From an optimization exercise on the open Yosys and OpenROAD flow, aimed at small area and a short achievable clock period; shortcuts taken in it are not production practice. Function was checked by simulation only, so behaviour that the tests miss may differ from the original. Power is estimated from default activity; no workload was simulated.

==> design/flow/flow/run.sh <==
#!/bin/bash
# Own layout flow: the standard flow with the standard synthesis unchanged, and two
# changes to how the layout is made:
#  * clock tree synthesis without dummy loads, with clkbuf_8 buffers and clusters of at most
#    16 sinks within 50 um (as in config.mk).
# ORFS writes each tool's full log under orfs/logs/; make's own output goes to make.log.
set -euo pipefail
bash standard.sh SETUP_SLACK_MARGIN=9 \
  "CTS_ARGS=-sink_clustering_enable -repair_clock_nets -dont_use_dummy_load -buf_list sky130_fd_sc_hd__clkbuf_8 -sink_clustering_size 16 -sink_clustering_max_diameter 50" \
  finish > make.log 2>&1
==> design/flow/standard.sh <==
#!/bin/bash
# synth_recipe.tcl (not shown) runs the flow's synth.tcl, then flattens the netlist and writes it again
# the make line also repeats each setting of config.mk as NAME=value (left out here)
make -C /OpenROAD-flow-scripts/flow DESIGN_CONFIG=/design/flow/config.mk WORK_HOME=/design/flow/orfs CLKGATE_MAP_FILE= SYNTH_SCRIPT=/design/flow/synth_recipe.tcl "${@:-finish}"
==> design/flow/config.mk <==
export PLATFORM = sky130hd
export DESIGN_NAME = echo_path_emulator
export DESIGN_NICKNAME = echo_path_emulator
export VERILOG_FILES = /design/flow/design.v
export SDC_FILE = /design/flow/constraint.sdc
export NUM_CORES = 4
export LEC_CHECK = 0
export CAP_MARGIN = 20
export CELL_PAD_IN_SITES_DETAIL_PLACEMENT = 1
export CELL_PAD_IN_SITES_GLOBAL_PLACEMENT = 1
export CORE_MARGIN = 2
export CORE_UTILIZATION = 30
export CTS_BUF_LIST = sky130_fd_sc_hd__clkbuf_8
export CTS_CLUSTER_DIAMETER = 50
export CTS_CLUSTER_SIZE = 16
export PLACE_DENSITY = 0.42
export SETUP_SLACK_MARGIN = 5
export SLEW_MARGIN = 20
export SYNTH_HIERARCHICAL = 1
export SYNTH_MEMORY_MAX_BITS = 8192
==> design/flow/constraint.sdc <==
create_clock -name core_clock -period 15.0 [get_ports {clk}]
set_input_delay 3.0000 -clock core_clock [delete_from_list [all_inputs] [get_ports {clk}]]
set_output_delay 3.0000 -clock core_clock [all_outputs]
set_load 0.01 [all_outputs]
==> design/flow/design.v <==
module echo_path_emulator #(
  parameter int DATA_WIDTH    = 16,
  parameter int MAX_DELAY     = 256,
  parameter int DEFAULT_DELAY = 16,
  parameter int DEFAULT_GAIN  = 16384
) (
  input  logic                          clk,
  input  logic                          rst,
  input  logic                          sample_valid,
  input  logic signed [DATA_WIDTH-1:0]  near_signal,
  input  logic signed [DATA_WIDTH-1:0]  far_signal,
  input  logic                          cfg_valid,
  input  logic [$clog2(MAX_DELAY)-1:0]  cfg_delay,
  input  logic signed [15:0]            cfg_gain,
  output logic                          cfg_ready,
  output logic signed [DATA_WIDTH-1:0]  input_signal,
  output logic signed [DATA_WIDTH-1:0]  echo_signal,
  output logic                          out_valid
);
  localparam int AW = $clog2(MAX_DELAY);
  localparam int NS = MAX_DELAY - 2;       
  logic                  run;              
  logic [AW-1:0]         flush_cnt;
  logic [15:0]           dhi, dlo;          
  logic [15:0]           gain;
  logic                  accept;
  logic [16*NS-1:0]      sr;
  assign accept = sample_valid & run;
  always_ff @(posedge clk) begin
    if (!run || sample_valid)
      sr <= {sr[16*NS-17:0], (run ? far_signal : 16'h0000)};
  end
  always_ff @(posedge clk) begin
    if (rst) begin
      run       <= 1'b0;
      flush_cnt <= '0;
      dhi       <= 16'(1) << (DEFAULT_DELAY / 16);
      dlo       <= 16'(1) << (DEFAULT_DELAY % 16);
      gain      <= 16'(DEFAULT_GAIN);
    end else if (!run) begin
      flush_cnt <= flush_cnt + 1'b1;
      if (&flush_cnt) run <= 1'b1;
    end else if (cfg_valid) begin
      dhi       <= 16'(1) << cfg_delay[7:4];
      dlo       <= 16'(1) << cfg_delay[3:0];
      gain      <= cfg_gain;
      run       <= 1'b0;
    end
  end
  assign cfg_ready = run;
  logic [MAX_DELAY-1:0]  tap_sel;
  always_comb begin
    for (int k = 0; k < MAX_DELAY; k++)
      tap_sel[k] = dhi[k / 16] & dlo[k % 16];
  end
  logic [15:0]           tap_sr, tap_d, tap_q;
  logic                  tapmin_d, tapmin_q;
  logic [15:0][84:0]     tap_n;
  for (genvar b = 0; b < 16; b++) begin : g_tap_bit
    for (genvar g = 0; g < 84; g++) begin : g_tap_grp
      epe_ao222 u_ao (
        .a0(sr[16*(3*g)+b]), .a1(sr[16*(3*g+1)+b]), .a2(sr[16*(3*g+2)+b]),
        .s0(tap_sel[3*g+2]), .s1(tap_sel[3*g+3]), .s2(tap_sel[3*g+4]),
        .y(tap_n[b][g])
      );
    end
    epe_ao22 u_ao_last (
      .a0(sr[16*252+b]), .a1(sr[16*253+b]),
      .s0(tap_sel[254]), .s1(tap_sel[255]),
      .y(tap_n[b][84])
    );
    assign tap_sr[b] = ~&tap_n[b];
  end
  assign tap_d    = ({16{tap_sel[1]}} & far_signal) | tap_sr;
  assign tapmin_d = (tap_d == 16'h8000);
  always_ff @(posedge clk) begin
    if (!run) begin
      tap_q    <= '0;
      tapmin_q <= 1'b0;
    end else if (sample_valid) begin
      tap_q    <= tap_d;
      tapmin_q <= tapmin_d;
    end
  end
  logic [15:0] x;
  assign x = tap_sel[0] ? far_signal : tap_q;
  logic gmin, xmin, flag;
  assign gmin = (gain == 16'h8000);
  assign xmin = tap_sel[0] ? (far_signal == 16'h8000) : tapmin_q;
  assign flag = gmin & xmin;
  logic [7:0] bone, btwo, bneg;
  always_comb begin
    for (int i = 0; i < 8; i++) begin
      logic g2, g1, g0;
      g2 = gain[2*i+1];
      g1 = gain[2*i];
      g0 = (i == 0) ? 1'b0 : gain[2*i-1];
      bone[i] = g1 ^ g0;
      btwo[i] = (g2 & ~g1 & ~g0) | (~g2 & g1 & g0);
      bneg[i] = g2 & ~(g1 & g0);
    end
  end
  logic [16:0] xe, xe7;
  assign xe  = {x[15], x};
  assign xe7 = {x[15], x[15:1], x[0] | flag};
  logic [16:0] pp0, pp1, pp2, pp3, pp4, pp5, pp6, pp7;
  assign pp0 = ((xe  & {17{bone[0]}}) | ({xe[15:0],  1'b0} & {17{btwo[0]}})) ^ {17{bneg[0]}};
  assign pp1 = ((xe  & {17{bone[1]}}) | ({xe[15:0],  1'b0} & {17{btwo[1]}})) ^ {17{bneg[1]}};
  assign pp2 = ((xe  & {17{bone[2]}}) | ({xe[15:0],  1'b0} & {17{btwo[2]}})) ^ {17{bneg[2]}};
  assign pp3 = ((xe  & {17{bone[3]}}) | ({xe[15:0],  1'b0} & {17{btwo[3]}})) ^ {17{bneg[3]}};
  assign pp4 = ((xe  & {17{bone[4]}}) | ({xe[15:0],  1'b0} & {17{btwo[4]}})) ^ {17{bneg[4]}};
  assign pp5 = ((xe  & {17{bone[5]}}) | ({xe[15:0],  1'b0} & {17{btwo[5]}})) ^ {17{bneg[5]}};
  assign pp6 = ((xe  & {17{bone[6]}}) | ({xe[15:0],  1'b0} & {17{btwo[6]}})) ^ {17{bneg[6]}};
  assign pp7 = ((xe7 & {17{bone[7]}}) | ({xe7[15:0], 1'b0} & {17{btwo[7]}})) ^ {17{bneg[7]}};
  logic [1:0][31:0] cs_d, cs_q;
  logic s1, c2, s3, c4, s5, c6, s7, c8, s9, c10, s11, c12;
  logic s13, c14, s15, c16, s17, c18, s19, c20, s21, c22, s23, c24;
  logic s25, c26, s27, c28, s29, c30, s31, c32, s33, c34, s35, c36;
  logic s37, c38, s39, c40, s41, c42, s43, c44, s45, c46, s47, c48;
  logic s49, c50, s51, c52, s53, c54, s55, c56, s57, c58, s59, c60;
  logic s61, c62, s63, c64, s65, c66, s67, c68, s69, c70, s71, c72;
  logic s73, c74, s75, c76, s77, c78, s79, c80, s81, c82, s83, c84;
  logic s85, c86, s87, c88, s89, c90, s91, c92, s93, c94, s95, c96;
  logic s97, c98, s99, c100, s101, c102, s103, c104, s105, c106, s107, c108;
  logic s109, c110, s111, c112, s113, c114, s115, c116, s117, c118, s119, c120;
  logic s121, c122, s123, c124, s125, c126, s127, c128, s129, c130, s131, c132;
  logic s133, c134, s135, c136, s137, c138, s139, c140, s141, c142, s143, c144;
  logic s145, c146, s147, c148, s149, c150, s151, c152, s153, c154, s155, c156;
  logic s157, c158, s159, c160, s161, c162, s163, c164, s165, c166, s167, c168;
  logic s169, c170, s171, c172, s173, c174, s175, c176, s177, c178, s179, c180;
  logic s181, c182, s183, c184, s185, c186, s187, c188, s189, c190, s191, c192;
  logic s193, c194, s195, c196, s197, c198, s199, c200, s201, c202, s203, c204;
  logic s205, c206, s207, c208, s209, c210, s211, c212, s213, c214, s215, c216;
  logic s217, c218, s219, c220, s221, c222, s223, c224, s225, c226, s227, c228;
  logic s229, c230, s231, c232, s233, c234, s235, c236, s237, c238, s239, c240;
  logic s241, c242, s243, c244, s245, c246, s247, c248, s249, c250, s251, c252;
  logic s253, c254, s255, c256;
  assign s1 = bneg[1] ^ pp0[2];
  assign c2 = bneg[1] & pp0[2];
  assign s3 = pp0[3] ^ pp1[1];
  assign c4 = pp0[3] & pp1[1];
  assign s5 = bneg[2] ^ pp0[4] ^ pp1[2];
  assign c6 = (bneg[2] & pp0[4]) | (bneg[2] & pp1[2]) | (pp0[4] & pp1[2]);
  assign s7 = pp2[0] ^ c4;
  assign c8 = pp2[0] & c4;
  assign s9 = pp0[5] ^ pp1[3] ^ pp2[1];
  assign c10 = (pp0[5] & pp1[3]) | (pp0[5] & pp2[1]) | (pp1[3] & pp2[1]);
  assign s11 = c6 ^ c8;
  assign c12 = c6 & c8;
  assign s13 = bneg[3] ^ pp0[6] ^ pp1[4];
  assign c14 = (bneg[3] & pp0[6]) | (bneg[3] & pp1[4]) | (pp0[6] & pp1[4]);
  assign s15 = pp2[2] ^ pp3[0] ^ c10;
  assign c16 = (pp2[2] & pp3[0]) | (pp2[2] & c10) | (pp3[0] & c10);
  assign s17 = s13 ^ c12;
  assign c18 = s13 & c12;
  assign s19 = pp0[7] ^ pp1[5] ^ pp2[3];
  assign c20 = (pp0[7] & pp1[5]) | (pp0[7] & pp2[3]) | (pp1[5] & pp2[3]);
  assign s21 = pp3[1] ^ c14 ^ s19;
  assign c22 = (pp3[1] & c14) | (pp3[1] & s19) | (c14 & s19);
  assign s23 = c16 ^ c18;
  assign c24 = c16 & c18;
  assign s25 = bneg[4] ^ pp0[8] ^ pp1[6];
  assign c26 = (bneg[4] & pp0[8]) | (bneg[4] & pp1[6]) | (pp0[8] & pp1[6]);
  assign s27 = pp2[4] ^ pp3[2] ^ pp4[0];
  assign c28 = (pp2[4] & pp3[2]) | (pp2[4] & pp4[0]) | (pp3[2] & pp4[0]);
  assign s29 = c20 ^ s25 ^ s27;
  assign c30 = (c20 & s25) | (c20 & s27) | (s25 & s27);
  assign s31 = c22 ^ s29;
  assign c32 = c22 & s29;
  assign s33 = pp0[9] ^ pp1[7] ^ pp2[5];
  assign c34 = (pp0[9] & pp1[7]) | (pp0[9] & pp2[5]) | (pp1[7] & pp2[5]);
  assign s35 = pp3[3] ^ pp4[1] ^ c26;
  assign c36 = (pp3[3] & pp4[1]) | (pp3[3] & c26) | (pp4[1] & c26);
  assign s37 = c28 ^ s33 ^ c30;
  assign c38 = (c28 & s33) | (c28 & c30) | (s33 & c30);
  assign s39 = s35 ^ c32;
  assign c40 = s35 & c32;
  assign s41 = bneg[5] ^ pp0[10] ^ pp1[8];
  assign c42 = (bneg[5] & pp0[10]) | (bneg[5] & pp1[8]) | (pp0[10] & pp1[8]);
  assign s43 = pp2[6] ^ pp3[4] ^ pp4[2];
  assign c44 = (pp2[6] & pp3[4]) | (pp2[6] & pp4[2]) | (pp3[4] & pp4[2]);
  assign s45 = pp5[0] ^ c34 ^ s41;
  assign c46 = (pp5[0] & c34) | (pp5[0] & s41) | (c34 & s41);
  assign s47 = s43 ^ c36 ^ s45;
  assign c48 = (s43 & c36) | (s43 & s45) | (c36 & s45);
  assign s49 = c38 ^ c40;
  assign c50 = c38 & c40;
  assign s51 = pp0[11] ^ pp1[9] ^ pp2[7];
  assign c52 = (pp0[11] & pp1[9]) | (pp0[11] & pp2[7]) | (pp1[9] & pp2[7]);
  assign s53 = pp3[5] ^ pp4[3] ^ pp5[1];
  assign c54 = (pp3[5] & pp4[3]) | (pp3[5] & pp5[1]) | (pp4[3] & pp5[1]);
  assign s55 = c42 ^ c44 ^ s51;
  assign c56 = (c42 & c44) | (c42 & s51) | (c44 & s51);
  assign s57 = s53 ^ c46 ^ s55;
  assign c58 = (s53 & c46) | (s53 & s55) | (c46 & s55);
  assign s59 = c48 ^ s57;
  assign c60 = c48 & s57;
  assign s61 = bneg[6] ^ pp0[12] ^ pp1[10];
  assign c62 = (bneg[6] & pp0[12]) | (bneg[6] & pp1[10]) | (pp0[12] & pp1[10]);
  assign s63 = pp2[8] ^ pp3[6] ^ pp4[4];
  assign c64 = (pp2[8] & pp3[6]) | (pp2[8] & pp4[4]) | (pp3[6] & pp4[4]);
  assign s65 = pp5[2] ^ pp6[0] ^ c52;
  assign c66 = (pp5[2] & pp6[0]) | (pp5[2] & c52) | (pp6[0] & c52);
  assign s67 = c54 ^ s61 ^ s63;
  assign c68 = (c54 & s61) | (c54 & s63) | (s61 & s63);
  assign s69 = c56 ^ s65 ^ s67;
  assign c70 = (c56 & s65) | (c56 & s67) | (s65 & s67);
  assign s71 = c58 ^ s69;
  assign c72 = c58 & s69;
  assign s73 = pp0[13] ^ pp1[11] ^ pp2[9];
  assign c74 = (pp0[13] & pp1[11]) | (pp0[13] & pp2[9]) | (pp1[11] & pp2[9]);
  assign s75 = pp3[7] ^ pp4[5] ^ pp5[3];
  assign c76 = (pp3[7] & pp4[5]) | (pp3[7] & pp5[3]) | (pp4[5] & pp5[3]);
  assign s77 = pp6[1] ^ c62 ^ c64;
  assign c78 = (pp6[1] & c62) | (pp6[1] & c64) | (c62 & c64);
  assign s79 = s73 ^ s75 ^ c66;
  assign c80 = (s73 & s75) | (s73 & c66) | (s75 & c66);
  assign s81 = c68 ^ s77 ^ s79;
  assign c82 = (c68 & s77) | (c68 & s79) | (s77 & s79);
  assign s83 = c70 ^ c72;
  assign c84 = c70 & c72;
  assign s85 = bneg[7] ^ pp0[14] ^ pp1[12];
  assign c86 = (bneg[7] & pp0[14]) | (bneg[7] & pp1[12]) | (pp0[14] & pp1[12]);
  assign s87 = pp2[10] ^ pp3[8] ^ pp4[6];
  assign c88 = (pp2[10] & pp3[8]) | (pp2[10] & pp4[6]) | (pp3[8] & pp4[6]);
  assign s89 = pp5[4] ^ pp6[2] ^ pp7[0];
  assign c90 = (pp5[4] & pp6[2]) | (pp5[4] & pp7[0]) | (pp6[2] & pp7[0]);
  assign s91 = c74 ^ c76 ^ s85;
  assign c92 = (c74 & c76) | (c74 & s85) | (c76 & s85);
  assign s93 = s87 ^ s89 ^ c78;
  assign c94 = (s87 & s89) | (s87 & c78) | (s89 & c78);
  assign s95 = s91 ^ c80 ^ s93;
  assign c96 = (s91 & c80) | (s91 & s93) | (c80 & s93);
  assign s97 = c82 ^ s95;
  assign c98 = c82 & s95;
  assign s99 = near_signal[0] ^ pp0[15] ^ pp1[13];
  assign c100 = (near_signal[0] & pp0[15]) | (near_signal[0] & pp1[13]) | (pp0[15] & pp1[13]);
  assign s101 = pp2[11] ^ pp3[9] ^ pp4[7];
  assign c102 = (pp2[11] & pp3[9]) | (pp2[11] & pp4[7]) | (pp3[9] & pp4[7]);
  assign s103 = pp5[5] ^ pp6[3] ^ c86;
  assign c104 = (pp5[5] & pp6[3]) | (pp5[5] & c86) | (pp6[3] & c86);
  assign s105 = c88 ^ c90 ^ s99;
  assign c106 = (c88 & c90) | (c88 & s99) | (c90 & s99);
  assign s107 = s101 ^ pp7[1] ^ c92;
  assign c108 = (s101 & pp7[1]) | (s101 & c92) | (pp7[1] & c92);
  assign s109 = s103 ^ s105 ^ c94;
  assign c110 = (s103 & s105) | (s103 & c94) | (s105 & c94);
  assign s111 = s107 ^ c96 ^ s109;
  assign c112 = (s107 & c96) | (s107 & s109) | (c96 & s109);
  assign s113 = 1'b1 ^ near_signal[1] ^ ~pp0[16];
  assign c114 = (1'b1 & near_signal[1]) | (1'b1 & ~pp0[16]) | (near_signal[1] & ~pp0[16]);
  assign s115 = pp1[14] ^ pp2[12] ^ pp3[10];
  assign c116 = (pp1[14] & pp2[12]) | (pp1[14] & pp3[10]) | (pp2[12] & pp3[10]);
  assign s117 = pp4[8] ^ pp5[6] ^ pp6[4];
  assign c118 = (pp4[8] & pp5[6]) | (pp4[8] & pp6[4]) | (pp5[6] & pp6[4]);
  assign s119 = pp7[2] ^ c100 ^ c102;
  assign c120 = (pp7[2] & c100) | (pp7[2] & c102) | (c100 & c102);
  assign s121 = s113 ^ s115 ^ s117;
  assign c122 = (s113 & s115) | (s113 & s117) | (s115 & s117);
  assign s123 = c104 ^ c106 ^ s119;
  assign c124 = (c104 & c106) | (c104 & s119) | (c106 & s119);
  assign s125 = s121 ^ c108 ^ s123;
  assign c126 = (s121 & c108) | (s121 & s123) | (c108 & s123);
  assign s127 = c110 ^ s125;
  assign c128 = c110 & s125;
  assign s129 = 1'b1 ^ near_signal[2] ^ pp1[15];
  assign c130 = (1'b1 & near_signal[2]) | (1'b1 & pp1[15]) | (near_signal[2] & pp1[15]);
  assign s131 = pp2[13] ^ pp3[11] ^ pp4[9];
  assign c132 = (pp2[13] & pp3[11]) | (pp2[13] & pp4[9]) | (pp3[11] & pp4[9]);
  assign s133 = pp5[7] ^ pp6[5] ^ pp7[3];
  assign c134 = (pp5[7] & pp6[5]) | (pp5[7] & pp7[3]) | (pp6[5] & pp7[3]);
  assign s135 = c114 ^ c116 ^ c118;
  assign c136 = (c114 & c116) | (c114 & c118) | (c116 & c118);
  assign s137 = s129 ^ s131 ^ s133;
  assign c138 = (s129 & s131) | (s129 & s133) | (s131 & s133);
  assign s139 = c120 ^ c122 ^ s135;
  assign c140 = (c120 & c122) | (c120 & s135) | (c122 & s135);
  assign s141 = s137 ^ c124 ^ s139;
  assign c142 = (s137 & c124) | (s137 & s139) | (c124 & s139);
  assign s143 = c126 ^ s141;
  assign c144 = c126 & s141;
  assign s145 = near_signal[3] ^ ~pp1[16] ^ pp2[14];
  assign c146 = (near_signal[3] & ~pp1[16]) | (near_signal[3] & pp2[14]) | (~pp1[16] & pp2[14]);
  assign s147 = pp3[12] ^ pp4[10] ^ pp5[8];
  assign c148 = (pp3[12] & pp4[10]) | (pp3[12] & pp5[8]) | (pp4[10] & pp5[8]);
  assign s149 = pp6[6] ^ pp7[4] ^ c130;
  assign c150 = (pp6[6] & pp7[4]) | (pp6[6] & c130) | (pp7[4] & c130);
  assign s151 = c132 ^ c134 ^ s145;
  assign c152 = (c132 & c134) | (c132 & s145) | (c134 & s145);
  assign s153 = s147 ^ c136 ^ c138;
  assign c154 = (s147 & c136) | (s147 & c138) | (c136 & c138);
  assign s155 = s149 ^ s151 ^ c140;
  assign c156 = (s149 & s151) | (s149 & c140) | (s151 & c140);
  assign s157 = s153 ^ c142 ^ s155;
  assign c158 = (s153 & c142) | (s153 & s155) | (c142 & s155);
  assign s159 = 1'b1 ^ near_signal[4] ^ pp2[15];
  assign c160 = (1'b1 & near_signal[4]) | (1'b1 & pp2[15]) | (near_signal[4] & pp2[15]);
  assign s161 = pp3[13] ^ pp4[11] ^ pp5[9];
  assign c162 = (pp3[13] & pp4[11]) | (pp3[13] & pp5[9]) | (pp4[11] & pp5[9]);
  assign s163 = pp6[7] ^ pp7[5] ^ c146;
  assign c164 = (pp6[7] & pp7[5]) | (pp6[7] & c146) | (pp7[5] & c146);
  assign s165 = c148 ^ s159 ^ s161;
  assign c166 = (c148 & s159) | (c148 & s161) | (s159 & s161);
  assign s167 = c150 ^ c152 ^ s163;
  assign c168 = (c150 & c152) | (c150 & s163) | (c152 & s163);
  assign s169 = s165 ^ c154 ^ s167;
  assign c170 = (s165 & c154) | (s165 & s167) | (c154 & s167);
  assign s171 = c156 ^ s169;
  assign c172 = c156 & s169;
  assign s173 = near_signal[5] ^ ~pp2[16] ^ pp3[14];
  assign c174 = (near_signal[5] & ~pp2[16]) | (near_signal[5] & pp3[14]) | (~pp2[16] & pp3[14]);
  assign s175 = pp4[12] ^ pp5[10] ^ pp6[8];
  assign c176 = (pp4[12] & pp5[10]) | (pp4[12] & pp6[8]) | (pp5[10] & pp6[8]);
  assign s177 = pp7[6] ^ c160 ^ c162;
  assign c178 = (pp7[6] & c160) | (pp7[6] & c162) | (c160 & c162);
  assign s179 = s173 ^ s175 ^ c164;
  assign c180 = (s173 & s175) | (s173 & c164) | (s175 & c164);
  assign s181 = c166 ^ s177 ^ c168;
  assign c182 = (c166 & s177) | (c166 & c168) | (s177 & c168);
  assign s183 = s179 ^ c170 ^ s181;
  assign c184 = (s179 & c170) | (s179 & s181) | (c170 & s181);
  assign s185 = 1'b1 ^ near_signal[6] ^ pp3[15];
  assign c186 = (1'b1 & near_signal[6]) | (1'b1 & pp3[15]) | (near_signal[6] & pp3[15]);
  assign s187 = pp4[13] ^ pp5[11] ^ pp6[9];
  assign c188 = (pp4[13] & pp5[11]) | (pp4[13] & pp6[9]) | (pp5[11] & pp6[9]);
  assign s189 = pp7[7] ^ c174 ^ c176;
  assign c190 = (pp7[7] & c174) | (pp7[7] & c176) | (c174 & c176);
  assign s191 = s185 ^ s187 ^ c178;
  assign c192 = (s185 & s187) | (s185 & c178) | (s187 & c178);
  assign s193 = s189 ^ c180 ^ s191;
  assign c194 = (s189 & c180) | (s189 & s191) | (c180 & s191);
  assign s195 = c182 ^ s193;
  assign c196 = c182 & s193;
  assign s197 = near_signal[7] ^ ~pp3[16] ^ pp4[14];
  assign c198 = (near_signal[7] & ~pp3[16]) | (near_signal[7] & pp4[14]) | (~pp3[16] & pp4[14]);
  assign s199 = pp5[12] ^ pp6[10] ^ pp7[8];
  assign c200 = (pp5[12] & pp6[10]) | (pp5[12] & pp7[8]) | (pp6[10] & pp7[8]);
  assign s201 = c186 ^ c188 ^ s197;
  assign c202 = (c186 & c188) | (c186 & s197) | (c188 & s197);
  assign s203 = s199 ^ c190 ^ s201;
  assign c204 = (s199 & c190) | (s199 & s201) | (c190 & s201);
  assign s205 = c192 ^ s203 ^ c194;
  assign c206 = (c192 & s203) | (c192 & c194) | (s203 & c194);
  assign s207 = 1'b1 ^ near_signal[8] ^ pp4[15];
  assign c208 = (1'b1 & near_signal[8]) | (1'b1 & pp4[15]) | (near_signal[8] & pp4[15]);
  assign s209 = pp5[13] ^ pp6[11] ^ pp7[9];
  assign c210 = (pp5[13] & pp6[11]) | (pp5[13] & pp7[9]) | (pp6[11] & pp7[9]);
  assign s211 = c198 ^ c200 ^ s207;
  assign c212 = (c198 & c200) | (c198 & s207) | (c200 & s207);
  assign s213 = s209 ^ c202 ^ s211;
  assign c214 = (s209 & c202) | (s209 & s211) | (c202 & s211);
  assign s215 = c204 ^ s213;
  assign c216 = c204 & s213;
  assign s217 = near_signal[9] ^ ~pp4[16] ^ pp5[14];
  assign c218 = (near_signal[9] & ~pp4[16]) | (near_signal[9] & pp5[14]) | (~pp4[16] & pp5[14]);
  assign s219 = pp6[12] ^ pp7[10] ^ c208;
  assign c220 = (pp6[12] & pp7[10]) | (pp6[12] & c208) | (pp7[10] & c208);
  assign s221 = c210 ^ s217 ^ c212;
  assign c222 = (c210 & s217) | (c210 & c212) | (s217 & c212);
  assign s223 = s219 ^ c214 ^ s221;
  assign c224 = (s219 & c214) | (s219 & s221) | (c214 & s221);
  assign s225 = 1'b1 ^ near_signal[10] ^ pp5[15];
  assign c226 = (1'b1 & near_signal[10]) | (1'b1 & pp5[15]) | (near_signal[10] & pp5[15]);
  assign s227 = pp6[13] ^ pp7[11] ^ c218;
  assign c228 = (pp6[13] & pp7[11]) | (pp6[13] & c218) | (pp7[11] & c218);
  assign s229 = s225 ^ c220 ^ s227;
  assign c230 = (s225 & c220) | (s225 & s227) | (c220 & s227);
  assign s231 = c222 ^ s229;
  assign c232 = c222 & s229;
  assign s233 = near_signal[11] ^ ~pp5[16] ^ pp6[14];
  assign c234 = (near_signal[11] & ~pp5[16]) | (near_signal[11] & pp6[14]) | (~pp5[16] & pp6[14]);
  assign s235 = pp7[12] ^ c226 ^ s233;
  assign c236 = (pp7[12] & c226) | (pp7[12] & s233) | (c226 & s233);
  assign s237 = c228 ^ s235 ^ c230;
  assign c238 = (c228 & s235) | (c228 & c230) | (s235 & c230);
  assign s239 = 1'b1 ^ near_signal[12] ^ pp6[15];
  assign c240 = (1'b1 & near_signal[12]) | (1'b1 & pp6[15]) | (near_signal[12] & pp6[15]);
  assign s241 = pp7[13] ^ c234 ^ s239;
  assign c242 = (pp7[13] & c234) | (pp7[13] & s239) | (c234 & s239);
  assign s243 = c236 ^ s241;
  assign c244 = c236 & s241;
  assign s245 = near_signal[13] ^ ~pp6[16] ^ pp7[14];
  assign c246 = (near_signal[13] & ~pp6[16]) | (near_signal[13] & pp7[14]) | (~pp6[16] & pp7[14]);
  assign s247 = c240 ^ s245 ^ c242;
  assign c248 = (c240 & s245) | (c240 & c242) | (s245 & c242);
  assign s249 = 1'b1 ^ near_signal[14] ^ pp7[15];
  assign c250 = (1'b1 & near_signal[14]) | (1'b1 & pp7[15]) | (near_signal[14] & pp7[15]);
  assign s251 = c246 ^ s249;
  assign c252 = c246 & s249;
  assign s253 = 1'b1 ^ ~near_signal[15] ^ ~pp7[16];
  assign c254 = (1'b1 & ~near_signal[15]) | (1'b1 & ~pp7[16]) | (~near_signal[15] & ~pp7[16]);
  assign s255 = c250 ^ s253;
  assign c256 = c250 & s253;
  assign cs_d[0] = {c254, c252, c248, c244, c238, c232, c224, c216, c206, c196, c184, c172, c158, c144, c128, c112, c98, c84, s81, c60, c50, s47, s37, c24, s21, s15, s9, s5, c2, pp1[0], pp0[1], pp0[0]};
  assign cs_d[1] = {c256, s255, s251, s247, s243, s237, s231, s223, s215, s205, s195, s183, s171, s157, s143, s127, s111, s97, s83, s71, s59, s49, s39, s31, s23, s17, s11, s7, s3, s1, 1'b0, bneg[0]};
  logic out_zero;
  always_ff @(posedge clk) begin
    if (accept) cs_q <= cs_d;
  end
  always_ff @(posedge clk) begin
    if (rst) begin
      out_zero    <= 1'b1;
      echo_signal <= '0;
      out_valid   <= 1'b0;
    end else begin
      out_valid <= accept;
      if (accept) begin
        out_zero    <= 1'b0;
        echo_signal <= far_signal;
      end
    end
  end
  logic [31:0] sum;
  logic [16:0] r;
  assign sum = cs_q[0] + cs_q[1];
  assign r   = sum[31:15];
  always_comb begin
    if (out_zero)             input_signal = '0;
    else if (r[16] == r[15])  input_signal = r[15:0];
    else if (r[16])           input_signal = 16'h8000;
    else                      input_signal = 16'h7fff;
  end
endmodule
module epe_ao222 (
  input  logic a0, a1, a2,
  input  logic s0, s1, s2,
  output logic y
);
  assign y = ~((a0 & s0) | (a1 & s1) | (a2 & s2));
endmodule
module epe_ao22 (
  input  logic a0, a1,
  input  logic s0, s1,
  output logic y
);
  assign y = ~((a0 & s0) | (a1 & s1));
endmodule
==> out/qor.yml, run 1 <==
run_status:
  status: "complete, no violations"
sta:
  finalSetupViolations: 0
  fin_worst_skew_ns: 0.153
  drv_slew: 0
  fmax_mhz: 144
  tns_ns: 0
  rsz0062_at_grt: "yes"
  hold_viol_final: 0
  fin_hold_ws_ns: 0.315
  fin_crit_ns: 6.95
  max-slew-margin-rel: 0.136
  min_period_over_period: 0.464
  worst_pin_slew_ns: 1.30
die:
  io_pins: 94
  dieHeight_um: 718
  initial_core_util: 0.301
  die_x_um: 718
  core.rowCount: 262
  core_area_mm2: 0.508
  dieArea_mm2: 0.515
logic_synthesis:
  synth_area_mm2: 0.153
  synthCells: 7531
  synth_edf_count: 4127
  synth_nets: 7756
  ys_seq_elements: 4219
  yosysWarnings: 7
  avgSynthCellArea_um2: 20.3
  yosysSeqAreaShare: 0.823
  synthArstFlopShare: 0
  yosysUniqueCellTypes: 62
  synth_flop_cell: "edfxtp_1"
clock_tree:
  clk_latency_ns: 1.24
  root_buffer: "clkbuf_8"
  cts_tree: "done"
  clock-sinks: 4219
  cts_buffer_depth: 4
  cts.clk_slew.worst_paths_ns: 0.10
  postCtsHoldBufs: 0
  cts_buffers: 472
  htreeDepth: 5
critical_path:
  worst_ep_required_time_ns: 12.00
  cp_max_fo: 5
  cp-end-kind: "primary output"
  worstReg2RegStart: "dlo[12]"
  startpoint: "cs_q[2]"
  cp.arrival_ns: 3.95
  crit_type: "register to primary output"
  cp-start-kind: "register"
global_route:
  antenna_found_initial: 60
  overflow: 0
  grt_pass1_vias: 87000
  grt_max_degree: 193
  track_usage: 0.208
  grt_pass1_wl_um: 761000
power:
  p_leak_nw: 65.2
  peakVddDrop_v: 0.0000687
  powerDensity_mw_per_mm2: 113
route:
  via_per_inst: 5.81
  vias: 88300
  routed_wl_um: 555000
  postRouteAntennaNets: 0
  wl_per_cell_um: 36.5
  dr.first_iter.drc_count: 17900
  drcViolationCount: 0
  dr.pass1.iters: 13
placed_design:
  gp_congestion: 0.835
  dp_cells: 14600
  portBuffers: 93
  postPlaceCellArea_mm2: 0.165
  place_hpwl_um: 372000
final_layout:
  stdcell_area_mm2: 0.173
  instances_no_fill: 15200
  multi_input_area_mm2: 0.0269
  nNetsFinal: 8629
  fillers: 50000
  seq_area_mm2: 0.126
  area_growth_pct: 13.1
  drive_above_1_share: 0.130
  final_util: 0.340
hold_path:
  min-delay-start: "sr[3676]"
  hp-class: "register to register"
flow_run:
  max_cap_violations: 0
==> synthesized netlist by cell type, types with 39 or more instances <==
cell | count | area share
ha_1 | 68 | 0.0056
fa_1 | 97 | 0.013
xor2_1 | 62 | 0.0036
dfxtp_1 | 92 | 0.012
o21ai_0 | 39 | 0.0013
nor4_1 | 85 | 0.0035
nand4_1 | 348 | 0.014
inv_1 | 131 | 0.0032
a222oi_1 | 1344 | 0.088
edfxtp_1 | 4127 | 0.81
nor2_1 | 80 | 0.0020
a21oi_1 | 65 | 0.0021
a22oi_1 | 125 | 0.0061
clkbuf_1 | 98 | 0.0024
and2_1 | 273 | 0.011
nand2_1 | 172 | 0.0042
xnor2_1 | 95 | 0.0054
==> cell type report <==
type	instances	area share
Antenna cell	62	0.000897
Clock buffer	472	0.0376
Inverter	134	0.00294
Multi-Input combinational cell	3060	0.156
Sequential cell	4219	0.728
Tap cell	6732	0.0487
Timing Repair Buffer	516	0.0265
Timing Repair inverter	1	0.0000289
==> power breakdown <==
| group | total [mW] | switching, mW | internal (mW) | leakage [nW] |
|---|---|---|---|---|
| Clock | 6.74 | 3.97 | 2.77 | 3.39 |
| Sequential | 12.8 | 0.00984 | 12.7 | 51.5 |
| Combinational | 0.0715 | 0.0439 | 0.0276 | 10.3 |
| Total | 19.6 | 4.03 | 15.5 | 65.2 |
==> cells by family (layout without fill, tap and decap cells) <==
kind of cell | count (synthesis) | after routing | share of synthesized area
flops | 4219 | 4219 | 0.823
mux | 17 | 17 | 0.00124
simple gates | 1029 | 1029 | 0.0379
fa+ha+maj | 165 | 165 | 0.0183
other cells | 0 | 62 | 0
buf+inv | 253 | 1123 | 0.00641
xor+xnor | 157 | 157 | 0.00900
compound gates | 1691 | 1692 | 0.104
==> path summary, 6_finish.rpt <==
kind	to	slack, ns	cells past startpoint
hold / removal	sr[3692]	0.31	0
setup reg to reg	tapmin_q	9.37	11
setup / recovery	input_signal[9]	8.05	12
hold reg to reg	sr[3692]	0.31	0
==> stage by stage <==
stage          worst slack, ns  total power [mW]
2_1_floorplan           -49.86              13.0
3_3_place_gp              6.86              13.1
3_5_place_dp              6.96              13.1
4_1_cts                   7.89              19.9
5_1_grt                   7.84              20.2
6_report                  8.05              19.6
==> cell usage in the layout, fill, tap and decap left out, types with 77 or more instances in the layout <==
master    instances
nor2_1           77
clkbuf_8        472
buf_4           354
and2_1          271
edfxtp_1       4127
inv_1           129
xnor2_1          94
nand4_1         348
a22oi_1         122
fa_1             90
nand2_1         170
a222oi_1       1344
==> per-layer routing <==
layer | GRT usage | share of wire | wire length (µm) | vias up
li1 | - | - | - | 35400
met1 | 0.303 | 0.43 | 238000 | 47800
met2 | 0.331 | 0.47 | 261000 | 4378
met3 | 0.0252 | 0.075 | 41400 | 659
met4 | 0.0507 | 0.027 | 15100 | 4
met5 | 0 | 0.000041 | 23 | -
==> critical path, cell delays in order, from the launching register on <==
cell       delay [ns]
edfxtp_1         0.38
ha_1             0.30
nand4_1          0.15
a21oi_2          0.13
or4_4            0.46
a31oi_4          0.17
o2111ai_2        0.18
xor2_2           0.23
buf_4            0.16
o21bai_4         0.20
buf_4            0.15
o21ai_2          0.05
buf_2            0.15
==> modules after synthesis (local to each module, per instance) <==
module | cells | times used | flops+latches
echo_path_emulator | 6171 | 1 | 4219
epe_ao22 | 1 | 16 | 0
epe_ao222 | 1 | 1344 | 0
==> flip-flops by register name, indices dropped and copies added (netlist names), 8 cells and up <==
signal / count
dhi: 16
cs_q: 63
dlo: 16
echo_signal: 16
flush_cnt: 8
sr: 4064
gain: 16
tap_q: 16
==> timing repair <==
action / 4_1_cts / 5_1_grt
gates cloned: 1 / 6
resized for setup: 157 / 101
pin swaps: 29 / 23
setup buffers: 29 / 20
setup endpoints to repair: 837 / 1996
==> inputs of run 2 (changes only) <==
--- a/design/flow/design.v
+++ b/design/flow/design.v
@@ -23,3 +23,3 @@
   logic [AW-1:0]         flush_cnt;
-  logic [15:0]           dhi, dlo;          
+  logic [15:0]           dhi_n, dlo_n;      
   logic [15:0]           gain;
@@ -36,4 +36,4 @@
       flush_cnt <= '0;
-      dhi       <= 16'(1) << (DEFAULT_DELAY / 16);
-      dlo       <= 16'(1) << (DEFAULT_DELAY % 16);
+      dhi_n     <= ~(16'(1) << (DEFAULT_DELAY / 16));
+      dlo_n     <= ~(16'(1) << (DEFAULT_DELAY % 16));
       gain      <= 16'(DEFAULT_GAIN);
@@ -43,4 +43,4 @@
     end else if (cfg_valid) begin
-      dhi       <= 16'(1) << cfg_delay[7:4];
-      dlo       <= 16'(1) << cfg_delay[3:0];
+      dhi_n     <= ~(16'(1) << cfg_delay[7:4]);
+      dlo_n     <= ~(16'(1) << cfg_delay[3:0]);
       gain      <= cfg_gain;
@@ -53,3 +53,3 @@
     for (int k = 0; k < MAX_DELAY; k++)
-      tap_sel[k] = dhi[k / 16] & dlo[k % 16];
+      tap_sel[k] = ~(dhi_n[k / 16] | dlo_n[k % 16]);
   end
@@ -86,6 +86,6 @@
   assign x = tap_sel[0] ? far_signal : tap_q;
-  logic gmin, xmin, flag;
-  assign gmin = (gain == 16'h8000);
-  assign xmin = tap_sel[0] ? (far_signal == 16'h8000) : tapmin_q;
-  assign flag = gmin & xmin;
+  logic gmin, far_min, flag;
+  assign gmin    = (gain == 16'h8000);
+  assign far_min = (far_signal == 16'h8000);
+  assign flag    = (gmin & tap_sel[0] & far_min) | (gmin & ~tap_sel[0] & tapmin_q);
   logic [7:0] bone, btwo, bneg;
@@ -102,6 +102,5 @@
   end
-  logic [16:0] xe, xe7;
+  logic [16:0] xe;
   assign xe  = {x[15], x};
-  assign xe7 = {x[15], x[15:1], x[0] | flag};
-  logic [16:0] pp0, pp1, pp2, pp3, pp4, pp5, pp6, pp7;
+  logic [16:0] pp0, pp1, pp2, pp3, pp4, pp5, pp6, pp7, pp7r;
   assign pp0 = ((xe  & {17{bone[0]}}) | ({xe[15:0],  1'b0} & {17{btwo[0]}})) ^ {17{bneg[0]}};
@@ -113,4 +112,5 @@
   assign pp6 = ((xe  & {17{bone[6]}}) | ({xe[15:0],  1'b0} & {17{btwo[6]}})) ^ {17{bneg[6]}};
-  assign pp7 = ((xe7 & {17{bone[7]}}) | ({xe7[15:0], 1'b0} & {17{btwo[7]}})) ^ {17{bneg[7]}};
-  logic [1:0][31:0] cs_d, cs_q;
+  assign pp7r = ((xe  & {17{bone[7]}}) | ({xe[15:0],  1'b0} & {17{btwo[7]}})) ^ {17{bneg[7]}};
+  assign pp7 = {pp7r[16:2], pp7r[1] & ~flag, pp7r[0]};
+  logic [1:0][31:0] cs_d;
   logic s1, c2, s3, c4, s5, c6, s7, c8, s9, c10, s11, c12;
@@ -147,4 +147,4 @@
   assign c10 = (pp0[5] & pp1[3]) | (pp0[5] & pp2[1]) | (pp1[3] & pp2[1]);
-  assign s11 = c6 ^ c8;
-  assign c12 = c6 & c8;
+  assign s11 = c8 ^ c6;
+  assign c12 = c8 & c6;
   assign s13 = bneg[3] ^ pp0[6] ^ pp1[4];
@@ -159,4 +159,4 @@
   assign c22 = (pp3[1] & c14) | (pp3[1] & s19) | (c14 & s19);
-  assign s23 = c16 ^ c18;
-  assign c24 = c16 & c18;
+  assign s23 = c18 ^ c16;
+  assign c24 = c18 & c16;
   assign s25 = bneg[4] ^ pp0[8] ^ pp1[6];
@@ -395,5 +395,23 @@
   assign cs_d[1] = {c256, s255, s251, s247, s243, s237, s231, s223, s215, s205, s195, s183, s171, s157, s143, s127, s111, s97, s83, s71, s59, s49, s39, s31, s23, s17, s11, s7, s3, s1, 1'b0, bneg[0]};
-  logic out_zero;
+  logic [31:0] p_d, g_d, g0_d, p0_d, g1_d, p1_d;
+  logic [31:0] p_q, g1_q, p1_q;
+  assign p_d  = cs_d[0] ^ cs_d[1];
+  assign g_d  = cs_d[0] & cs_d[1];
+  assign g0_d = g_d | (p_d & {g_d[30:0], 1'b0});
+  assign p0_d = p_d & {p_d[30:0], 1'b1};
+  logic [31:0] gm_d, pm_d;
+  assign gm_d = g0_d | (p0_d & {g0_d[29:0], 2'b00});
+  assign pm_d = p0_d & {p0_d[29:0], 2'b11};
+  assign g1_d = gm_d | (pm_d & {gm_d[27:0], 4'b0000});
+  assign p1_d = pm_d & {pm_d[27:0], 4'b1111};
   always_ff @(posedge clk) begin
-    if (accept) cs_q <= cs_d;
+    if (rst) begin
+      p_q  <= '0;
+      g1_q <= '0;
+      p1_q <= '0;
+    end else if (accept) begin
+      p_q  <= p_d;
+      g1_q <= g1_d;
+      p1_q <= p1_d;
+    end
   end
@@ -401,3 +419,2 @@
     if (rst) begin
-      out_zero    <= 1'b1;
       echo_signal <= '0;
@@ -406,5 +423,16 @@
       out_valid <= accept;
-      if (accept) begin
-        out_zero    <= 1'b0;
-        echo_signal <= far_signal;
+      if (accept) echo_signal <= far_signal;
+    end
+  end
+  logic [2:0][31:0] kg, kp;
+  assign kg[0] = g1_q;
+  assign kp[0] = p1_q;
+  for (genvar l = 0; l < 2; l++) begin : g_ks
+    for (genvar i = 0; i < 32; i++) begin : g_ks_bit
+      if (i >= (8 << l)) begin : g_op
+        assign kg[l+1][i] = kg[l][i] | (kp[l][i] & kg[l][i-(8<<l)]);
+        assign kp[l+1][i] = kp[l][i] & kp[l][i-(8<<l)];
+      end else begin : g_pass
+        assign kg[l+1][i] = kg[l][i];
+        assign kp[l+1][i] = kp[l][i];
       end
@@ -414,7 +442,6 @@
   logic [16:0] r;
-  assign sum = cs_q[0] + cs_q[1];
+  assign sum = p_q ^ {kg[2][30:0], 1'b0};
   assign r   = sum[31:15];
   always_comb begin
-    if (out_zero)             input_signal = '0;
-    else if (r[16] == r[15])  input_signal = r[15:0];
+    if (r[16] == r[15])       input_signal = r[15:0];
     else if (r[16])           input_signal = 16'h8000;
==> design/flow/flow/run.sh (replaced) <==
#!/bin/bash
# Own layout flow: the standard flow with the standard synthesis unchanged, and three
# changes to how the layout is made:
#  * the port buffers are buf_4 rather than the delay buffer that buffer_ports picks by
#    itself (every input and output still gets its own buffer);
#  * clock tree synthesis without dummy loads, with clkbuf_8 buffers and clusters of at most
#    16 sinks within 65 um (as in config.mk).
# ORFS writes each tool's full log under orfs/logs/; make's own output goes to make.log.
set -euo pipefail
bash standard.sh SETUP_SLACK_MARGIN=9 \
  "BUFFER_PORTS_ARGS=-buffer_cell sky130_fd_sc_hd__buf_4" \
  "CTS_ARGS=-sink_clustering_enable -repair_clock_nets -dont_use_dummy_load -buf_list sky130_fd_sc_hd__clkbuf_8 -sink_clustering_size 16 -sink_clustering_max_diameter 65" \
  finish > make.log 2>&1
--- a/design/flow/config.mk
+++ b/design/flow/config.mk
@@ -13,3 +13,3 @@
 export CTS_BUF_LIST = sky130_fd_sc_hd__clkbuf_8
-export CTS_CLUSTER_DIAMETER = 50
+export CTS_CLUSTER_DIAMETER = 65
 export CTS_CLUSTER_SIZE = 16
==> run 2 against run 1 <==
Effect of this change:
- die area increased by 0.12%
- maximum frequency increased by 12%
- final cell count increased by 1.7%
- register-to-register slack got worse by 0.56 ns
- global-route usage increased by 0.48 points
- setup slack improved by 0.72 ns
- sequential share of layout area decreased by 0.32 points
- critical path type is now input pin to register
- largest cell class unchanged
- clock skew decreased by 0.0092 ns
- critical path depth increased by 5
- critical endpoint is now g1_q[23]
- routed wire length increased by 2.1%
- largest power group unchanged
- hold slack improved by 0.060 ns
==> out/qor.yml, run 2 <==
run_status:
  status: "complete, no violations"
logic_synthesis:
  synth_simple_gate_area_frac: 0.0369  # -0.00102
  synth_adder_area_share: 0.0182  # -0.0000212
  avgSynthCellArea_um2: 19.6  # -3.6%
  synth_compound_area_frac: 0.108  # +0.00366
  synth_top_family_by_area: "compound AO/OA/AOI/OAI gates"
  synth_flop_cell: "edfxtp_1"
  synthArstFlopShare: 0  # unchanged
  ys_top_cells_by_count: "edfxtp_1, a222oi_1, nor2_1"
  synth.area.top_cells: "edfxtp_1, a222oi_1, dfxtp_1"
  synth_nets: 8045  # +3.7%
  yosysUniqueCellTypes: 65  # +4.8%
  synth_top_area_cell: "edfxtp_1"
  synth_area_mm2: 0.153  # +0.12%
  synth_edf_count: 4064  # -1.5%
  yosysTopAreaCellShare: 0.797  # -0.0133
  synth.area.mux_share: 0.00127  # +0.0000231
  ys_seq_elements: 4226  # +0.17%
  yosysSeqAreaShare: 0.819  # -0.00416
  yosys.area_share.xor_xnor: 0.00893  # -0.0000677
  synthCells: 7820  # +3.8%
  yosysWarnings: 7  # unchanged
  yosysMostFrequentCell: "edfxtp_1"
clock_tree:
  cts_tree: "done"
  htreeDepth: 5  # unchanged
  cts_buffers: 367  # -22%
  clock-sinks: 4226  # +0.17%
  root_buffer: "clkbuf_8"
  clk_latency_ns: 1.20  # -0.04 ns
  cts_buffer_depth: 4  # unchanged
  cts.clk_slew.worst_paths_ns: 0.11  # about the same
critical_path:
  worst_ep_required_time_ns: 15.98  # +3.98 ns
  max_stage_delay_ns: 0.57  # +0.11 ns
  cp-end-kind: "register"
  cp.arrival_ns: 7.22  # +3.27 ns
  cp_common_cell: "fa_2"
  crit_chain: "buf_16 -> mux2_4 -> buf_6 -> a22oi_2 -> xor2_1 -> fa_2 -> inv_2 -> fa_2 -> fa_2 -> fa_2 -> ha_4 -> ha_4 -> a21o_1 -> a21o_1 -> a21o_1 -> a221oi_2 -> nor2_1"
  crit_type: "input pin to register"
  cp_max_fo: 7  # +2
  critPathSlowestCell: "fa_2"
  cp-start-kind: "input pin"
sta:
  setup_ws_ns: 8.76  # +0.719 ns
  hold_viol_final: 0  # unchanged
  rsz0062_at_grt: "yes"
  fin_crit_ns: 6.24  # -0.719 ns
  tns_ns: 0  # unchanged
  min_period_over_period: 0.416  # -0.0480
  worst_pin_slew_ns: 1.31  # +0.0159 ns
  finalSetupViolations: 0  # unchanged
  drv_slew: 0  # unchanged
  fmax_mhz: 160  # +12%
  fin_worst_skew_ns: 0.144  # -0.00919 ns
  max-slew-margin-rel: 0.117  # -0.0186
  fin_hold_ws_ns: 0.375  # +0.0597 ns
die:
  dieArea_mm2: 0.516  # +0.12%
  initial_core_util: 0.301  # +0.000349
  core.rowCount: 262  # unchanged
  core_area_mm2: 0.508  # unchanged
  die_x_um: 718  # about the same
  dieHeight_um: 718  # about the same
  io_pins: 94  # unchanged
hold_path:
  hp-class: "register to register"
flow_run:
  max_cap_violations: 0  # unchanged
global_route:
  track_usage: 0.213  # +0.00483
  grt_max_degree: 204  # +5.7%
  antenna_found_initial: 61  # +1.7%
  overflow: 0  # unchanged
  grt_pass1_wl_um: 776000  # +2.0%
  grt_pass1_vias: 89000  # +2.4%
route:
  wl_met3_um: 42500  # +2.8%
  m1WireLength_um: 235000  # -1.0%
  postRouteAntennaNets: 0  # unchanged
  wl_per_cell_um: 36.7  # +0.36%
  dr.pass1.iters: 13  # unchanged
  routed_wl_um: 567000  # +2.1%
  dr_wl_met2_um: 271000  # +4.0%
  dr.first_iter.drc_count: 17500  # -2.2%
  drcViolationCount: 0  # unchanged
  vias: 89100  # +0.90%
  routed.top_layer: "met5"
  via_per_inst: 5.76  # -0.80%
power:
  power.total_mw: 20.3  # +3.8%
  switchingPower_mw: 4.41  # +9.3%
  p_leak_nw: 63.0  # -3.3%
  peakVddDrop_v: 0.0000742  # +8.0%
  sw_frac_of_total: 0.217  # +0.0111
  powerDensity_mw_per_mm2: 117  # +3.7%
  p_int_mw: 15.9  # +2.3%
  p_seq_frac: 0.695  # +0.043
  clkPwrFrac: 0.298  # -0.047
  comb_power_share: 0.007  # +0.003
final_layout:
  nNetsFinal: 8925  # +3.4%
  area_growth_pct: 13.0  # about the same
  largest_register_ffs: 4064  # unchanged
  mostFrequentLayoutCells: "edfxtp_1, a222oi_1, buf_4, nor2_1, clkbuf_8"
  top_regs: "sr: 4064 flops, g1_q: 31 flops, p1_q: 23 flops"
  largest-register: "sr"
  fillers: 50400  # +0.86%
  final_common_cell: "edfxtp_1"
  multi_input_area_mm2: 0.0279  # +3.8%
  drive_above_1_share: 0.155  # +0.0251
  seq_area_mm2: 0.125  # -0.38%
placed_design:
  gp_congestion: 0.872  # +4.4%
  place_hpwl_um: 390000  # +4.9%
  dp_slack_ns: 6.65  # -0.310 ns
  portBuffers: 93  # unchanged
run 2: changes by cell type in the layout (fill, tap and decap cells not counted), moves of 29 or more:
cell | previous run | this run
dfxtp_1 | 74 | 143
a22oi_2 | 19 | 51
diode_2 | 62 | 26
nand2_1 | 170 | 205
clkdlybuf4s50_1 | 66 | 0
buf_4 | 354 | 591
clkbuf_8 | 472 | 367
edfxtp_1 | 4127 | 4064
and2_1 | 271 | 17
a22oi_1 | 122 | 76
a21o_1 | 3 | 32
nor2_1 | 77 | 369
a21oi_1 | 61 | 106
run 2: final cells by class:
cell class,instances,area share
repair buffers,678,0.0326
inverters,140,0.00304
flip-flops and latches,4226,0.724
diodes,26,0.000376
clock buffers,367,0.0292
well taps,6732,0.0487
multi-input cells,3287,0.162
run 2: per-module statistics from Yosys (local to each module, per instance):
| module | cells | times used | area, µm² | flops+latches |
|---|---|---|---|---|
| epe_ao222 | 1 | 1344 | 10.0 | 0 |
| echo_path_emulator | 6460 | 1 | 139000 | 4226 |
| epe_ao22 | 1 | 16 | 12.5 | 0 |
run 2: timing repair:
action / in CTS / in global routing
gates resized for setup: 205 / 96
gates cloned: 0 / 3
buffers inserted: 66 / 20
pin swaps: 101 / 83
hold buffers: 0 / 0
setup endpoints to repair: 73 / 640
run 2: worst paths after layout:
| check | to | slack [ns] | start | cells past startpoint |
|---|---|---|---|---|
| worst max-delay path | g1_q[23] | 8.76 | far_signal[7] | 17 |
| worst min-delay path | sr[735] | 0.37 | sr[719] | 0 |
| worst max register to register | tapmin_q | 8.81 | dlo_n[5] | 11 |
| worst min register to register | sr[735] | 0.37 | sr[719] | 0 |
run 2: cell families after synthesis:
| kind of cell | Yosys count |
|---|---|
| mux | 17 |
| compound gates | 1793 |
| flops | 4226 |
| fa+ha+maj | 165 |
| simple gates | 1154 |
| xor+xnor | 156 |
| buf+inv | 309 |
run 2: power by group through the flow:
| stage | registers [mW] | logic, mW | clock network [mW] |
|---|---|---|---|
| after floorplan | 14.1 | 0.0509 | 0 |
| after global placement | 14.4 | 0.101 | 0 |
| after detailed placement | 14.4 | 0.102 | 0 |
| after CTS | 14.1 | 0.125 | 6.30 |
| after global routing | 14.2 | 0.150 | 6.66 |
| final | 14.1 | 0.137 | 6.04 |
run 2: critical path: cells and delay by family:
family          cells  cell delay (ns)
mux                 1             0.35
compound gates      5             0.90
fa+ha+maj           6             2.43
xor+xnor            1             0.11
buf+inv             3             0.32
simple gates        1             0.06
run 2: metrics by stage:
| stage | instance area [µm²] | cells | utilization |
|---|---|---|---|
| 2_1_floorplan | 153000 | 7820 | - |
| 3_3_place_gp | 166000 | 14900 | 0.326 |
| 3_5_place_dp | 166000 | 15000 | 0.326 |
| 4_1_cts | 172000 | 15400 | 0.339 |
| 5_1_grt | 173000 | 15400 | 0.340 |
| 6_report | 173000 | 15500 | 0.340 |
run 2: metal layers:
layer,GRT usage,vias to the layer above
met5,0,-
met4,0.0574,10
met3,0.0348,590
met2,0.348,4045
met1,0.294,48200
li1,-,36200
==> inputs of run 3 (changes only) <==
--- a/design/flow/config.mk
+++ b/design/flow/config.mk
@@ -11,3 +11,3 @@
 export CORE_MARGIN = 2
-export CORE_UTILIZATION = 30
+export CORE_UTILIZATION = 35
 export CTS_BUF_LIST = sky130_fd_sc_hd__clkbuf_8
@@ -15,3 +15,3 @@
 export CTS_CLUSTER_SIZE = 16
-export PLACE_DENSITY = 0.42
+export PLACE_DENSITY = 0.5
 export SETUP_SLACK_MARGIN = 5
==> run 3 against run 2 <==
Effect of this change:
- clock power shrank 5.0%
- clock skew is 0.019 ns lower
- final cell count is 7.1% lower
- routed wire length fell by 5.4%
- critical path depth shrank 1
- non-clock buffer count shrank 60
- hold slack got worse by 0.0047 ns
- power down 1.4%
- critical path type unchanged
- critical endpoint unchanged
- largest cell class unchanged
==> out/qor.yml, run 3 <==
logic_synthesis:
  yosysMostFrequentCell: "edfxtp_1"
  synth_edf_count: 4064  # unchanged
  synth_nets: 8045  # unchanged
  yosysUniqueCellTypes: 65  # unchanged
  synth_flop_cell: "edfxtp_1"
  synth_top_area_cell: "edfxtp_1"
  synth_area_mm2: 0.153  # unchanged
  yosysTopAreaCellShare: 0.797  # unchanged
  avgSynthCellArea_um2: 19.6  # unchanged
  synth.area.top_cells: "edfxtp_1, a222oi_1, dfxtp_1"
  synthCells: 7820  # unchanged
  synthArstFlopShare: 0  # unchanged
  yosysWarnings: 7  # unchanged
  yosysSeqAreaShare: 0.819  # unchanged
  ys_top_cells_by_count: "edfxtp_1, a222oi_1, nor2_1"
  ys_seq_elements: 4226  # unchanged
die:
  die_x_um: 665  # -7.4%
  dieArea_mm2: 0.443  # -14%
  core.rowCount: 242  # -7.6%
  dieHeight_um: 665  # -7.4%
  core_area_mm2: 0.435  # -14%
  io_pins: 94  # unchanged
  initial_core_util: 0.352  # +0.0510
critical_path:
  crit_family: "adder cells"
  crit_chain: "buf_12 -> mux2_4 -> a22oi_2 -> xnor2_2 -> fa_2 -> inv_2 -> fa_2 -> fa_2 -> fa_2 -> ha_4 -> ha_4 -> a21o_1 -> a21o_1 -> a21o_1 -> a221oi_2 -> nor2_1"
  max_stage_delay_ns: 0.59  # +0.02 ns
  cp_common_cell: "fa_2"
  worstReg2RegStart: "dlo_n[14]"
  cp.arrival_ns: 7.21  # about the same
  worst_ep_required_time_ns: 15.94  # -0.04 ns
  path_buf_inv: 2  # -1
  cp-end-kind: "register"
  critPathSlowestCell: "fa_2"
  cp-start-kind: "input pin"
  startpoint: "far_signal[3]"
  crit_type: "input pin to register"
  cp_max_fo: 5  # -2
route:
  routed_wl_um: 536000  # -5.4%
  drcViolationCount: 0  # unchanged
  dr.pass1.iters: 15  # +2
  postRouteAntennaNets: 0  # unchanged
  dr.first_iter.drc_count: 19000  # +8.4%
  wl_per_cell_um: 37.3  # +1.8%
  via_per_inst: 6.23  # +8.1%
  vias: 89400  # +0.42%
flow_run:
  max_cap_violations: 0  # unchanged
clock_tree:
  clock-sinks: 4226  # unchanged
  cts_buffer_depth: 4  # unchanged
  cts_buffers: 341  # -7.1%
  clk_latency_ns: 1.16  # -0.04 ns
  cts.clk_slew.worst_paths_ns: 0.11  # about the same
  root_buffer: "clkbuf_8"
  cts_tree: "done"
  htreeDepth: 5  # unchanged
final_layout:
  top_regs: "sr: 4064 flops, g1_q: 31 flops, p1_q: 23 flops"
  area_growth_pct: 11.7
  largest-register: "sr"
  drive_above_1_share: 0.151  # -0.00436
  final_common_cell: "edfxtp_1"
  largest_register_ffs: 4064  # unchanged
  seq_area_mm2: 0.125  # about the same
  multi_input_area_mm2: 0.0280  # +0.24%
  stdcell_area_mm2: 0.171  # -1.1%
  mostFrequentLayoutCells: "edfxtp_1, a222oi_1, buf_4, nand4_1, nor2_1"
  fillers: 41900  # -17%
  nNetsFinal: 8838  # -0.97%
sta:
  fmax_mhz: 159  # -0.57%
  fin_crit_ns: 6.27  # +0.0355 ns
  worst_pin_slew_ns: 1.34  # +0.0284 ns
  drv_slew: 0  # unchanged
  finalSetupViolations: 0  # unchanged
  max-slew-margin-rel: 0.0990  # -0.0183
  hold_viol_final: 0  # unchanged
  tns_ns: 0  # unchanged
  min_period_over_period: 0.418  # +0.00237
  rsz0062_at_grt: "yes"
  fin_worst_skew_ns: 0.125  # -0.0186 ns
power:
  powerDensity_mw_per_mm2: 117  # -0.26%
  switchingPower_mw: 4.26  # -3.2%
  p_int_mw: 15.8  # -0.90%
  comb_power_share: 0.007  # about the same
  p_leak_nw: 62.6  # -0.72%
  clkPwrFrac: 0.287  # -0.011
  p_seq_frac: 0.706  # +0.011
  sw_frac_of_total: 0.213  # -0.00398
  power.total_mw: 20.0  # -1.4%
  peakVddDrop_v: 0.0000751  # +1.2%
hold_path:
  min-delay-start: "sr[3565]"
  hp-class: "register to register"
run_status:
  status: "complete, no violations"
global_route:
  grt_max_degree: 203  # -0.49%
  grt_pass1_vias: 88400  # -0.69%
  overflow: 0  # unchanged
  track_usage: 0.236  # +0.0235
  antenna_found_initial: 46  # -25%
  grt_pass1_wl_um: 743000  # -4.2%
placed_design:
  portBuffers: 93  # unchanged
  place_hpwl_um: 364000  # -6.8%
  gp_congestion: 0.887  # +1.7%
  postPlaceCellArea_mm2: 0.164  # -1.1%
[run 3: cell counts after synthesis]
No cell type changed its count.
[run 3: cell families after synthesis]
family	synth area share
AO/OA/AOI/OAI	0.108
AND/OR/NAND/NOR	0.0369
adder cells (fa/ha/maj)	0.0182
multiplexers	0.00127
buffers and inverters	0.00799
flip-flops	0.819
XOR/XNOR	0.00893
[run 3: power by group through the flow]
| stage | Sequential, mW | Clock [mW] | Combinational [mW] |
|---|---|---|---|
| floorplan | 14.1 | 0 | 0.0509 |
| global route | 14.2 | 6.32 | 0.157 |
| finish | 14.1 | 5.74 | 0.146 |
| global placement | 14.3 | 0 | 0.101 |
| detailed placement | 14.4 | 0 | 0.101 |
| CTS | 14.1 | 5.95 | 0.129 |
[run 3: area by class of cell]
type / instances / share of cell area
flip-flops and latches: 4226 / 0.733
diodes: 14 / 0.000205
repair buffers: 618 / 0.0306
clock buffers: 341 / 0.0274
well taps: 5734 / 0.0420
multi-input cells: 3286 / 0.164
inverters: 140 / 0.00307
[run 3: worst paths after layout]
path | to | cells after the start | slack (ns)
worst min register to register | sr[3581] | 0 | 0.37
worst min-delay path | sr[3581] | 0 | 0.37
worst max register to register | tapmin_q | 11 | 8.95
worst max-delay path | g1_q[23] | 16 | 8.73
[run 3: metal layers]
metal  GRT usage  wire, µm
met1       0.336    221000
met2       0.374    251000
met3      0.0358     44200
met4      0.0750     19400
met5           0       143
[run 3: worst register-to-register path, stage by stage, from the launching register on]
cell and delay [ns]:
dfxtp_2 0.81, buf_4 0.63, nor2_1 0.26, buf_4 0.30
a222oi_1 0.86, nand4_1 0.30, nor4_1 1.08, nand2_1 0.75
nor2_1 0.62, nand4_1 0.15, nor2_1 0.13, a2bb2o_1 0.14
[run 3: Yosys stat by module, one instance, submodules excluded]
| module | cell area, µm² | copies in the design | flops+latches |
|---|---|---|---|
| echo_path_emulator | 139000 | 1 | 4226 |
| epe_ao22 | 12.5 | 16 | 0 |
| epe_ao222 | 10.0 | 1344 | 0 |
[run 3: what timing repair did]
item,4_1_cts,5_1_grt
gates resized for setup,259,106
gates cloned,1,1
hold buffers,0,0
setup buffers,72,19
pin swaps,129,78
hold endpoints to repair,0,0
setup endpoints to repair,383,897
[run 3: metrics by stage]
| step | setup WS (ns) | utilization | cells | hold WS [ns] |
|---|---|---|---|---|
| after floorplan | -16.95 | - | 7820 | 0.426 |
| after global placement | 6.62 | 0.377 | 13900 | 0.428 |
| after detailed placement | 6.67 | 0.377 | 13900 | 0.434 |
| after CTS | 8.87 | 0.392 | 14300 | 0.379 |
| after global routing | 8.64 | 0.393 | 14300 | 0.388 |
| final | 8.73 | 0.393 | 14400 | 0.370 |
==> inputs of run 4 (changes only) <==
--- a/design/flow/config.mk
+++ b/design/flow/config.mk
@@ -11,3 +11,3 @@
 export CORE_MARGIN = 2
-export CORE_UTILIZATION = 35
+export CORE_UTILIZATION = 40
 export CTS_BUF_LIST = sky130_fd_sc_hd__clkbuf_8
@@ -15,3 +15,3 @@
 export CTS_CLUSTER_SIZE = 16
-export PLACE_DENSITY = 0.5
+export PLACE_DENSITY = 0.6
 export SETUP_SLACK_MARGIN = 5
==> run 4 against run 3 <==
Effect of this change:
- still clean on timing, DRC and antenna
- first-iteration DRC count grew 8.4%
- design area shrank 0.76%
- setup slack lost 0.062 ns
- maximum frequency shrank 0.98%
- register-to-register slack gained 0.25 ns
- routed wire length shrank 9.1%
- highest routed layer unchanged
==> out/qor.yml, run 4 <==
sta:
  min_period_over_period: 0.422  # +0.00414
  fin_crit_ns: 6.33  # +0.0621 ns
  fmax_mhz: 158  # -0.98%
  drv_slew: 0  # unchanged
  fin_hold_ws_ns: 0.379  # +0.00952 ns
  max-slew-margin-rel: 0.0922  # -0.00678
  hold_viol_final: 0  # unchanged
  rsz0062_at_grt: "yes"
  tns_ns: 0  # unchanged
global_route:
  grt_pass1_vias: 87400  # -1.1%
  overflow: 0  # unchanged
clock_tree:
  clock-sinks: 4226  # unchanged
  htreeDepth: 5  # unchanged
  cts.clk_slew.worst_paths_ns: 0.10  # about the same
  root_buffer: "clkbuf_8"
  cts_tree: "done"
  cts_buffers: 320  # -6.2%
critical_path:
  max_stage_delay_ns: 0.53  # -0.06 ns
  crit_chain: "buf_12 -> mux2_4 -> buf_6 -> a22oi_2 -> xor2_1 -> fa_2 -> fa_1 -> inv_2 -> fa_1 -> inv_1 -> fa_1 -> inv_2 -> ha_4 -> ha_4 -> a21o_1 -> a21o_1 -> a21o_1 -> a221oi_2 -> nor2_1"
  r2r_cells: 12  # +1
  worst_ep_required_time_ns: 15.88  # -0.06 ns
  cp-start-kind: "input pin"
  cp_max_fo: 6  # +1
  r2r_end: "tapmin_q"
power:
  peakVddDrop_v: 0.0000674  # -10%
  sw_frac_of_total: 0.209  # -0.00396
  clkPwrFrac: 0.279  # -0.008
  powerDensity_mw_per_mm2: 116  # -0.52%
logic_synthesis:
  synth_area_mm2: 0.153  # unchanged
  yosysWarnings: 7  # unchanged
  yosysMostFrequentCell: "edfxtp_1"
  synth.area.top_cells: "edfxtp_1, a222oi_1, dfxtp_1"
  yosysTopAreaCellShare: 0.797  # unchanged
  synth_edf_count: 4064  # unchanged
  avgSynthCellArea_um2: 19.6  # unchanged
  ys_top_cells_by_count: "edfxtp_1, a222oi_1, nor2_1"
hold_path:
  hp-class: "register to register"
final_layout:
  top_regs: "sr: 4064 flops, g1_q: 31 flops, p1_q: 23 flops"
  fillers: 35700  # -15%
  area_growth_pct: 10.9
die:
  io_pins: 94  # unchanged
  dieHeight_um: 623  # -6.4%
  die_x_um: 623  # -6.4%
run_status:
  status: "complete, no violations"
placed_design:
  place_hpwl_um: 327000  # -10%
  gp_congestion: 0.881  # -0.67%
route:
  routed_wl_um: 487000  # -9.1%
  dr.pass1.iters: 13  # -2
  postRouteAntennaNets: 0  # unchanged
==> run 4: changes by cell type in the layout (fill, tap and decap cells not counted), sizes merged <==
| cell | before | now |
|---|---|---|
| mux2 | 16 | 17 |
| diode | 14 | 8 |
| clkbuf | 343 | 323 |
| nand2 | 216 | 215 |
==> run 4: power by group through the flow <==
| stage | registers, mW | clock network, mW | logic, mW |
|---|---|---|---|
| floorplan | 14.1 | 0 | 0.0509 |
| global placement | 14.3 | 0 | 0.0941 |
| detailed placement | 14.4 | 0 | 0.0950 |
| CTS | 14.1 | 5.68 | 0.119 |
| global route | 14.2 | 6.01 | 0.142 |
| finish | 14.1 | 5.52 | 0.131 |
==> run 4: through the flow <==
| step | area, µm² | util | power [mW] | cells |
|---|---|---|---|---|
| after floorplan | 153000 | - | 14.2 | 7820 |
| after global placement | 163000 | 0.427 | 14.4 | 13200 |
| after detailed placement | 163000 | 0.427 | 14.4 | 13200 |
| after CTS | 169000 | 0.443 | 19.9 | 13600 |
| after global routing | 170000 | 0.445 | 20.4 | 13600 |
| final | 170000 | 0.445 | 19.8 | 13600 |
==> run 4: routing by layer <==
metal  part of all wire  track usage  up-vias  wire length (µm)
met3               0.11       0.0457      608             52300
met2               0.46        0.376     5416            223000
met5            0.00014            0        -                69
met1               0.40        0.356    47400            195000
li1                   -            -    36000                 -
met4              0.035       0.0765       10             16900
==> run 4: cells by family after synthesis <==
logic type                 count (synthesis)  synth area share
buffers and inverters                    309           0.00799
AOI/OAI and AO/OA                       1793             0.108
xor gates and xnor gates                 156           0.00893
and+or+nand+nor                         1154            0.0369
muxes                                     17           0.00127
DFF                                     4226             0.819
adders and majority gates                165            0.0182
==> run 4: layout make-up <==
| class | instances | area, µm² | area share |
|---|---|---|---|
| repair buffers | 619 | 5130 | 0.0303 |
| diodes | 8 | 20.0 | 0.000118 |
| well taps | 5038 | 6300 | 0.0371 |
| multi-input cells | 3286 | 28000 | 0.165 |
| flip-flops and latches | 4226 | 125000 | 0.738 |
| inverters | 140 | 526 | 0.00310 |
| clock buffers | 320 | 4400 | 0.0260 |
==> run 4: worst min path at each step <==
| stage | to | cells after the start | slack [ns] | from |
|---|---|---|---|---|
| after floorplan | sr[1024] | 0 | 0.43 | sr[1008] |
| after global placement | sr[3790] | 0 | 0.43 | sr[3774] |
| after detailed placement | sr[1903] | 0 | 0.43 | sr[1887] |
| after CTS | sr[2964] | 0 | 0.37 | sr[2948] |
| after global routing | sr[2964] | 0 | 0.39 | sr[2948] |
| final | sr[3353] | 0 | 0.38 | sr[3337] |
==> run 4: Yosys stat by module, one instance, submodules excluded <==
| module | copies in the design | flops+latches | cell area, µm² |
|---|---|---|---|
| epe_ao222 | 1344 | 0 | 10.0 |
| epe_ao22 | 16 | 0 | 12.5 |
| echo_path_emulator | 1 | 4226 | 139000 |
==> run 4: timing repair <==
item / CTS / global route
setup buffers: 80 / 16
pin swaps: 131 / 80
setup endpoints to repair: 64 / 435
resized for setup: 210 / 123
cloned: 1 / 0
==> run 4: worst max-delay path, delay by kind of cell <==
kind / cells / cell delay (ns)
AOI/OAI and AO/OA: 5 / 0.96
and+or+nand+nor: 1 / 0.08
buffers and inverters: 5 / 0.39
muxes: 1 / 0.34
adders and majority gates: 6 / 2.30
xor gates and xnor gates: 1 / 0.11

Setup slack of run 4, layout unchanged: 8.667 ns with ideal ports, 8.631 ns with driving cells assumed (clock clkbuf_16, inputs buf_2), 7.450 ns with port delays also shifted by the 1.180 ns mid clock arrival.
